This design comes from an exercise in tuning for small area, a short achievable clock period and few clock cycles per item on the open sky130 flow, not from production work. The RTL was checked by simulation tests, not by an equivalence proof against the original design. No driver is modelled on the clock port, so clocking that relies on it looks cheaper here than on a real chip. Power and IR drop assume default switching activity.

// window_stack_hit_test_move_to_front_top
module window_stack_hit_test_move_to_front_top
#(
  parameter int unsigned MAX_WINDOWS = 16,
  parameter int unsigned COORD_BITS  = 12
) (
  input  logic                  clk_i,
  input  logic                  rst_ni,
  input  logic                  in_valid_i,
  output logic                  in_ready_o,
  input  logic                  in_operation_i,
  input  logic [COORD_BITS-1:0] in_x_low_i,
  input  logic [COORD_BITS-1:0] in_y_low_i,
  input  logic [COORD_BITS-1:0] in_x_high_i,
  input  logic [COORD_BITS-1:0] in_y_high_i,
  output logic                  out_valid_o,
  input  logic                  out_ready_i,
  output logic [4:0]            out_window_id_o,
  output logic                  out_ignored_o,
  output logic                  out_store_full_o
);
For scale: ~3500 cells after synthesis.
export LEC_CHECK = 0
export CAP_MARGIN = 20
export CORE_MARGIN = 2
export CORE_UTILIZATION = 50
export CTS_CLUSTER_DIAMETER = 120
export CTS_CLUSTER_SIZE = 22
export PLACE_DENSITY = 0.7
export SETUP_SLACK_MARGIN = 2.4
export SLEW_MARGIN = 20
create_clock -name core_clock -period 4.5 [get_ports {clk_i}]
standard.sh (not shown) runs the stock make flow with config.mk's settings and CLKGATE_MAP_FILE= SYNTH_SCRIPT=/design/flow/synth_recipe.tcl, a recipe that flattens the netlist after the stock synthesis.
==> flow/flow/run.sh <==
#!/bin/bash
# Standard layout (the standard.sh, standard synthesis unchanged) with
# resizer options changed: repair may swap a cell for any footprint, the
# port buffers are plain buffers instead of delay cells, and after CTS the
# setup repair runs a few more passes (flow/post_cts.tcl).
set -uo pipefail
bash standard.sh MATCH_CELL_FOOTPRINT=0 \
  "BUFFER_PORTS_ARGS=-buffer_cell sky130_fd_sc_hd__buf_4" \
  "POST_CTS_TCL=$PWD/flow/post_cts.tcl" \
  finish > standard.log 2>&1
==> flow/flow/post_cts.tcl <==
# Extra setup repair passes after CTS: the single pass in cts.tcl stops
# early, well short of the setup margin. Placement is legalized afterwards.
estimate_parasitics -placement
for {set pass 0} {$pass < 3} {incr pass} {
  repair_timing -setup -setup_margin $::env(SETUP_SLACK_MARGIN) \
    -repair_tns 100 -verbose
}
detailed_placement
check_placement -verbose
estimate_parasitics -placement
report_worst_slack -max
The first run finished with timing, DRC and antenna clean.
Testbench counts at the start, summed over its fixed seeds: cycles 4,824, items 4,800.
Next try:
==> flow/flow/run.sh (replaced) <==
#!/bin/bash
# Standard layout (the standard.sh, standard synthesis unchanged) with two
# resizer options changed: repair may swap a cell for any footprint, and the
# port buffers are plain buffers instead of delay cells.
set -uo pipefail
bash standard.sh MATCH_CELL_FOOTPRINT=0 \
  "BUFFER_PORTS_ARGS=-buffer_cell sky130_fd_sc_hd__buf_4" \
  finish > standard.log 2>&1
- CORE_UTILIZATION: 50 -> 40
- PLACE_DENSITY: 0.7 -> 0.6
- SETUP_SLACK_MARGIN: 2.4 -> 2.6
removed: flow/flow/post_cts.tcl
What happened: The new run went through all stages and came out clean; global-route usage goes down by 2.2 points; worst setup slack gets worse by 0.044 ns; die area goes up by a quarter to a third; wire length goes up by about a fifth; via count goes up by a few percent; cell area goes up by a little under a tenth; clock power hardly moves; power goes up by a few percent; synthesized cell count stays the same.
Next try:
- CORE_UTILIZATION: 40 -> 60
- PLACE_DENSITY: 0.6 -> 0.75
- SETUP_SLACK_MARGIN: 2.6 -> 2.3
Worst hold slack improved by 0.031 ns.
Cell area decreases by 10%.
Die area decreases by 33%.
Power decreases by 4.3%.
Global-route usage increases by 9.4 points.
Next try:
- CORE_UTILIZATION: 60 -> 40
- PLACE_DENSITY: 0.75 -> 0.6
Result: Worst setup slack improved by 0.078 ns; combinational power decreases by about 2%; wire length falls by 1.2%; clock skew grows by 0.0049 ns; area after synthesis stays the same.
Next try:
==> flow/flow/run.sh (replaced) <==
#!/bin/bash
# Standard layout (the standard.sh, standard synthesis unchanged) with
# resizer options changed: repair may swap a cell for any footprint, the
# port buffers are plain buffers instead of delay cells, and after CTS the
# setup repair runs a few more passes (flow/post_cts.tcl).
set -uo pipefail
bash standard.sh MATCH_CELL_FOOTPRINT=0 \
  "BUFFER_PORTS_ARGS=-buffer_cell sky130_fd_sc_hd__buf_4" \
  "POST_CTS_TCL=$PWD/flow/post_cts.tcl" \
  finish > standard.log 2>&1
==> flow/flow/post_cts.tcl (new file) <==
# Extra setup repair passes after CTS: the single pass in cts.tcl stops
# early, well short of the setup margin. Placement is legalized afterwards.
estimate_parasitics -placement
for {set pass 0} {$pass < 3} {incr pass} {
  repair_timing -setup -setup_margin $::env(SETUP_SLACK_MARGIN) \
    -repair_tns 100 -verbose
}
detailed_placement
check_placement -verbose
estimate_parasitics -placement
report_worst_slack -max
The changed run finished clean.
Setup slack improves by 0.0092 ns.
Design area drops slightly.
Die area does not change.
Total power drops slightly.
Clock-buffer cell count is unchanged.
Sequential share of layout area climbs by 0.29 points.

The RTL this note starts from:
==> flow/design.v <==
`timescale 1ns / 1ps
package wsht_pkg;
  localparam int unsigned ID_W = 5;
  localparam logic OP_LOAD  = 1'b0;
  localparam logic OP_CLICK = 1'b1;
  typedef struct packed {
    logic probe;   
    logic load;    
    logic move;    
  } wsht_ctrl_t;
endpackage
`timescale 1ns / 1ps
module wsht_cell
#(
  parameter int unsigned COORD_BITS = 12
) (
  input  logic                  clk_i,
  input  logic                  we_i,
  input  logic [COORD_BITS-1:0] xl_i,
  input  logic [COORD_BITS-1:0] yl_i,
  input  logic [COORD_BITS-1:0] xh_i,
  input  logic [COORD_BITS-1:0] yh_i,
  input  logic [COORD_BITS-1:0] px_i,
  input  logic [COORD_BITS-1:0] py_i,
  output logic [3:0]            hit_o    
);
  logic [COORD_BITS-1:0] xl_q, yl_q, xh_q, yh_q;
  logic                  ge_xl, le_xh, ge_yl, le_yh;
  wsht_ge #(.W(COORD_BITS)) u_ge_xl (.a_i(px_i), .b_i(xl_q), .ge_o(ge_xl));
  wsht_ge #(.W(COORD_BITS)) u_le_xh (.a_i(xh_q), .b_i(px_i), .ge_o(le_xh));
  wsht_ge #(.W(COORD_BITS)) u_ge_yl (.a_i(py_i), .b_i(yl_q), .ge_o(ge_yl));
  wsht_ge #(.W(COORD_BITS)) u_le_yh (.a_i(yh_q), .b_i(py_i), .ge_o(le_yh));
  assign hit_o = {le_yh, ge_yl, le_xh, ge_xl};
  always_ff @(posedge clk_i) begin
    if (we_i) begin
      xl_q <= xl_i;
      yl_q <= yl_i;
      xh_q <= xh_i;
      yh_q <= yh_i;
    end
  end
endmodule
module wsht_ge
#(
  parameter int unsigned W = 12
) (
  input  logic [W-1:0] a_i,
  input  logic [W-1:0] b_i,
  output logic         ge_o
);
  localparam int unsigned L = (W > 1) ? $clog2(W) : 1;
  logic [W-1:0] gt [L+1];
  logic [W-1:0] gq [L+1];
  assign gt[0] = a_i & ~b_i;
  assign gq[0] = a_i | ~b_i;
  for (genvar l = 0; l < L; l++) begin : g_lvl
    localparam int unsigned N = (W + (1 << l) - 1) >> l;
    for (genvar k = 0; k < W; k++) begin : g_rng
      if (2 * k + 1 < N) begin : g_join
        assign gt[l+1][k] = gt[l][2*k+1] | (gq[l][2*k+1] & gt[l][2*k]);
        assign gq[l+1][k] = gt[l][2*k+1] | (gq[l][2*k+1] & gq[l][2*k]);
      end else if (2 * k < N) begin : g_pass
        assign gt[l+1][k] = gt[l][2*k];
        assign gq[l+1][k] = gq[l][2*k];
      end else begin : g_none
        assign gt[l+1][k] = 1'b0;
        assign gq[l+1][k] = 1'b0;
      end
    end
  end
  assign ge_o = gq[L][0];
endmodule
`timescale 1ns / 1ps
module window_stack_hit_test_move_to_front_top
#(
  parameter int unsigned MAX_WINDOWS = 16,
  parameter int unsigned COORD_BITS  = 12
) (
  input  logic                  clk_i,
  input  logic                  rst_ni,
  input  logic                  in_valid_i,
  output logic                  in_ready_o,
  input  logic                  in_operation_i,
  input  logic [COORD_BITS-1:0] in_x_low_i,
  input  logic [COORD_BITS-1:0] in_y_low_i,
  input  logic [COORD_BITS-1:0] in_x_high_i,
  input  logic [COORD_BITS-1:0] in_y_high_i,
  output logic                  out_valid_o,
  input  logic                  out_ready_i,
  output logic [4:0]            out_window_id_o,
  output logic                  out_ignored_o,
  output logic                  out_store_full_o
);
  localparam int unsigned NW   = MAX_WINDOWS;
  localparam int unsigned ID_W = wsht_pkg::ID_W;
  logic                  busy_q;       
  logic                  ready_q;      
  logic                  out_valid_q;  
  logic                  accept;
  logic [NW-1:0]         used_q;       
  logic [NW-1:0]         free_first;   
  logic [3:0]            hit_b [NW];
  logic                  is_full;
  logic                  is_load;
  assign accept  = in_valid_i && !busy_q;
  logic [NW-1:0] wr_slot_q;
  logic [NW-1:0] used_d;
  logic          busy_d;
  assign is_load = (in_operation_i == wsht_pkg::OP_LOAD);
  assign is_full = used_q[NW-1];
  for (genvar i = 0; i < NW; i++) begin : g_slot
    if (i == 0) begin : g_first
      assign free_first[i] = !used_q[i];
    end else begin : g_rest
      assign free_first[i] = !used_q[i] && used_q[i-1];
    end
    wsht_cell #(
      .COORD_BITS (COORD_BITS)
    ) u_cell (
      .clk_i   (clk_i),
      .we_i    (in_valid_i && is_load && wr_slot_q[i]),
      .xl_i    (in_x_low_i),
      .yl_i    (in_y_low_i),
      .xh_i    (in_x_high_i),
      .yh_i    (in_y_high_i),
      .px_i    (in_x_low_i),
      .py_i    (in_y_low_i),
      .hit_o   (hit_b[i])
    );
  end
  logic [3:0]    hb_q [NW];     
  logic          s2_click_q;    
  logic          s2_load_q;     
  logic          s2_full_q;     
  assign used_d = (accept && is_load) ? {used_q[NW-2:0], 1'b1} : used_q;
  always_ff @(posedge clk_i or negedge rst_ni) begin
    if (!rst_ni) begin
      used_q     <= '0;
      wr_slot_q  <= '0;
      s2_click_q <= 1'b0;
      s2_load_q  <= 1'b0;
      s2_full_q  <= 1'b0;
    end else begin
      s2_click_q <= accept && !is_load;
      s2_load_q  <= accept && is_load && !is_full;
      s2_full_q  <= accept && is_load && is_full;
      used_q     <= used_d;
      for (int i = 0; i < NW; i++) begin
        wr_slot_q[i] <= !busy_d && !used_d[i] && (i == 0 || used_d[(i + NW - 1) % NW]);
      end
    end
  end
  always_ff @(posedge clk_i) begin
    for (int i = 0; i < NW; i++) hb_q[i] <= {hit_b[i][3:1], hit_b[i][0] & used_q[i]};
  end
  logic [NW-1:0] above_q [NW];
  logic [NW-1:0] hit;           
  logic [NW-1:0] newest;        
  logic [NW-1:0] blocked;       
  logic [NW-1:0] top;           
  for (genvar i = 0; i < NW; i++) begin : g_newest
    if (i == NW - 1) begin : g_last
      assign newest[i] = used_q[i];
    end else begin : g_rest
      assign newest[i] = used_q[i] && !used_q[i+1];
    end
  end
  for (genvar i = 0; i < NW; i++) begin : g_hit
    assign hit[i] = &hb_q[i];
  end
  logic [NW-1:0] above_n [NW];
  logic [NW-1:0] top_q;
  for (genvar i = 0; i < NW; i++) begin : g_row
    for (genvar j = 0; j < NW; j++) begin : g_col
      if (j > i) begin : g_pair
        assign above_n[i][j] = top_q[i] | (above_q[i][j] & ~top_q[j]);
        always_ff @(posedge clk_i) begin
          above_q[i][j] <= above_n[i][j];
        end
      end else begin : g_none
        assign above_n[i][j] = 1'b0;
      end
    end
  end
  always_comb begin
    for (int i = 0; i < NW; i++) begin
      blocked[i] = 1'b0;
      for (int j = 0; j < NW; j++) begin
        if (j < i) blocked[i] = blocked[i] | (hit[j] &  above_n[j][i]);
        if (j > i) blocked[i] = blocked[i] | (hit[j] & ~above_n[i][j]);
      end
    end
  end
  assign top = ({NW{s2_click_q}} & hit & ~blocked) | ({NW{s2_load_q}} & newest);
  logic          s3_valid_q;
  logic          s3_ign_q;
  logic          s3_full_q;
  always_ff @(posedge clk_i or negedge rst_ni) begin
    if (!rst_ni) begin
      s3_valid_q <= 1'b0;
    end else begin
      s3_valid_q <= s3_next;
    end
  end
  always_ff @(posedge clk_i) begin
    top_q     <= top;
    s3_ign_q  <= s2_click_q && !(|hit);
    s3_full_q <= s2_full_q;
  end
  logic [ID_W-1:0] res_id;
  always_comb begin
    res_id = '0;
    for (int i = 0; i < NW; i++) begin
      if (top_q[i]) res_id = res_id | ID_W'(i + 1);
    end
  end
  localparam int unsigned QD = 4;
  localparam int unsigned EW = ID_W + 2;
  logic [EW-1:0] q_data [QD];
  logic [QD-1:0] q_valid;
  logic [EW-1:0] sh_data [QD];
  logic [QD-1:0] sh_valid;
  logic [EW-1:0] nx_data [QD];
  logic [QD-1:0] nx_valid;
  logic          pop;
  logic          put;
  assign pop = q_valid[0] && out_ready_i;
  always_comb begin
    for (int k = 0; k < QD; k++) begin
      if (pop) begin
        sh_data[k]  = (k + 1 < QD) ? q_data[(k + 1) % QD] : q_data[k];
        sh_valid[k] = (k + 1 < QD) ? q_valid[(k + 1) % QD] : 1'b0;
      end else begin
        sh_data[k]  = q_data[k];
        sh_valid[k] = q_valid[k];
      end
    end
    put = s3_valid_q;
    for (int k = 0; k < QD; k++) begin
      nx_data[k]  = sh_data[k];
      nx_valid[k] = sh_valid[k];
      if (put && !sh_valid[k]) begin
        nx_data[k]  = {res_id, s3_ign_q, s3_full_q};
        nx_valid[k] = 1'b1;
        put         = 1'b0;
      end
    end
  end
  logic s2_next, s3_next;
  assign s2_next = accept;
  assign s3_next = s2_click_q || s2_load_q || s2_full_q;
  assign busy_d = nx_valid[QD-1]
               || (nx_valid[QD-2] && (s2_next || s3_next))
               || (nx_valid[QD-3] && s2_next && s3_next);
  always_ff @(posedge clk_i or negedge rst_ni) begin
    if (!rst_ni) begin
      q_valid     <= '0;
      busy_q      <= 1'b1;
      ready_q     <= 1'b0;
      out_valid_q <= 1'b0;
    end else begin
      q_valid     <= nx_valid;
      busy_q      <= busy_d;
      ready_q     <= !busy_d;
      out_valid_q <= |nx_valid;
    end
  end
  always_ff @(posedge clk_i) begin
    for (int k = 0; k < QD; k++) q_data[k] <= nx_data[k];
  end
  assign in_ready_o       = ready_q;
  assign out_valid_o      = out_valid_q;
  assign out_window_id_o  = q_data[0][EW-1:2];
  assign out_ignored_o    = q_data[0][1];
  assign out_store_full_o = q_data[0][0];
endmodule
Settings: LEC_CHECK=0, CAP_MARGIN=20, CORE_MARGIN=2, CORE_UTILIZATION=40, CTS_CLUSTER_DIAMETER=100, CTS_CLUSTER_SIZE=18, PLACE_DENSITY=0.6, SETUP_SLACK_MARGIN=2.45, SLEW_MARGIN=20; clock period 4.5 ns.
==> flow/flow/run.sh <==
#!/bin/bash
# Standard layout (the standard.sh, standard synthesis unchanged) with
# resizer options changed: repair may swap a cell for any footprint, the
# port buffers are plain buffers instead of delay cells, and after CTS the
# setup repair runs a few more passes (flow/post_cts.tcl).
set -uo pipefail
bash standard.sh MATCH_CELL_FOOTPRINT=0 \
  "BUFFER_PORTS_ARGS=-buffer_cell sky130_fd_sc_hd__buf_4" \
  "POST_CTS_TCL=$PWD/flow/post_cts.tcl" \
  finish > standard.log 2>&1
==> flow/flow/post_cts.tcl <==
# Extra setup repair passes after CTS: the single pass in cts.tcl stops
# early, well short of the setup margin. Placement is legalized afterwards.
estimate_parasitics -placement
for {set pass 0} {$pass < 3} {incr pass} {
  repair_timing -setup -setup_margin $::env(SETUP_SLACK_MARGIN) \
    -repair_tns 100 -verbose
}
detailed_placement
check_placement -verbose
estimate_parasitics -placement
report_worst_slack -max
The baseline ran to the end with no violations.
Testbench counts at the start, summed over its fixed seeds: cycles 4,832, items 4,800.
Rerun with:
--- a/flow/config.mk
+++ b/flow/config.mk
@@ -10,4 +10,4 @@
-export CORE_UTILIZATION = 40
-export CTS_CLUSTER_DIAMETER = 100
-export CTS_CLUSTER_SIZE = 18
-export PLACE_DENSITY = 0.6
+export CORE_UTILIZATION = 35
+export CTS_CLUSTER_DIAMETER = 120
+export CTS_CLUSTER_SIZE = 22
+export PLACE_DENSITY = 0.55
What happened: Global-route usage shrinks by 2.2 points. Clock power drops by 11%. Sequential cell count stays the same. Via count barely changes. Synthesized area is unchanged. Sequential share of layout area hardly moves. Clock-buffer cell count decreases by 22. Combinational power grows by about 3%. Total power came out lower by 2.5%. Cell area is about the same.
Rerun with:
--- a/flow/config.mk
+++ b/flow/config.mk
@@ -10 +10 @@
-export CORE_UTILIZATION = 35
+export CORE_UTILIZATION = 40
@@ -13 +13 @@
-export PLACE_DENSITY = 0.55
+export PLACE_DENSITY = 0.54
What happened: Wire length drops by 4.8%. Core utilization climbs by 5.3 points. Sequential power barely changes. Area after synthesis is unchanged. Register-to-register slack got worse by 0.06 ns. Cell count drops by 4.9%. Clock power drops by about 3%. Worst hold slack improved by 0.024 ns. Setup slack got worse by 0.039 ns. Power drops by 1.6%. Final area drops by 1.1%.
Rerun with:
--- a/flow/config.mk
+++ b/flow/config.mk
@@ -10 +10 @@
-export CORE_UTILIZATION = 40
+export CORE_UTILIZATION = 45
@@ -13 +13 @@
-export PLACE_DENSITY = 0.54
+export PLACE_DENSITY = 0.65
Cell area goes down by 0.67%.
Total power goes up by 0.37%.
Utilization goes up by 5.2 points.
First-iteration DRC count goes up by 17%.
Setup slack improved by 0.025 ns.

-- static timing again, ports no longer ideal --
The flow's constraints put no driver on any port. The routed layouts listed below were extracted and timed again, unchanged, in two steps.
Step 1, drivers: a clkbuf_16 drives clk_i and a buf_2 each remaining input, both assumed.
Step 2 adds t to the input delays and takes it off the output delays; t is the mean of the earliest and latest rising clock arrival at the registers after step 1. Input paths then give back, and output paths get back, about the clock's delay inside the block.
Three values: ideal, step 1, step 2; two values: the first two.
run | t (ns) | setup slack, ns | clock arrival spread, ns | pins driven straight from the clock port
the first run of note 1 | 0.698 | 2.342 / 2.200 / 1.503 | 0.041 / 0.041 | 1
the second run of note 1 | 0.715 | 2.298 / 2.179 / 1.464 | 0.042 / 0.042 | 1
the third run of note 1 | 0.718 | 2.211 / 2.167 / 1.450 | 0.037 / 0.037 | 1
the fourth run of note 1 | 0.704 | 2.289 / 2.191 / 1.487 | 0.038 / 0.038 | 1
the fifth run of note 1 | 0.703 | 2.299 / 2.196 / 1.493 | 0.034 / 0.035 | 1
the first run of note 2 | 0.726 | 2.404 / 2.332 / 1.782 | 0.034 / 0.034 | 1
the second run of note 2 | 0.769 | 2.351 / 2.276 / 1.718 | 0.070 / 0.070 | 1
the third run of note 2 | 0.754 | 2.311 / 2.321 / 1.599 | 0.032 / 0.032 | 1
the fourth run of note 2 | 0.752 | 2.336 / 2.308 / 1.762 | 0.033 / 0.033 | 1
After both steps setup and hold are still met in every run listed. The setup slack of the first run of note 1, which loses most, moves by -0.142 ns with the drivers and by -0.839 ns with both steps.
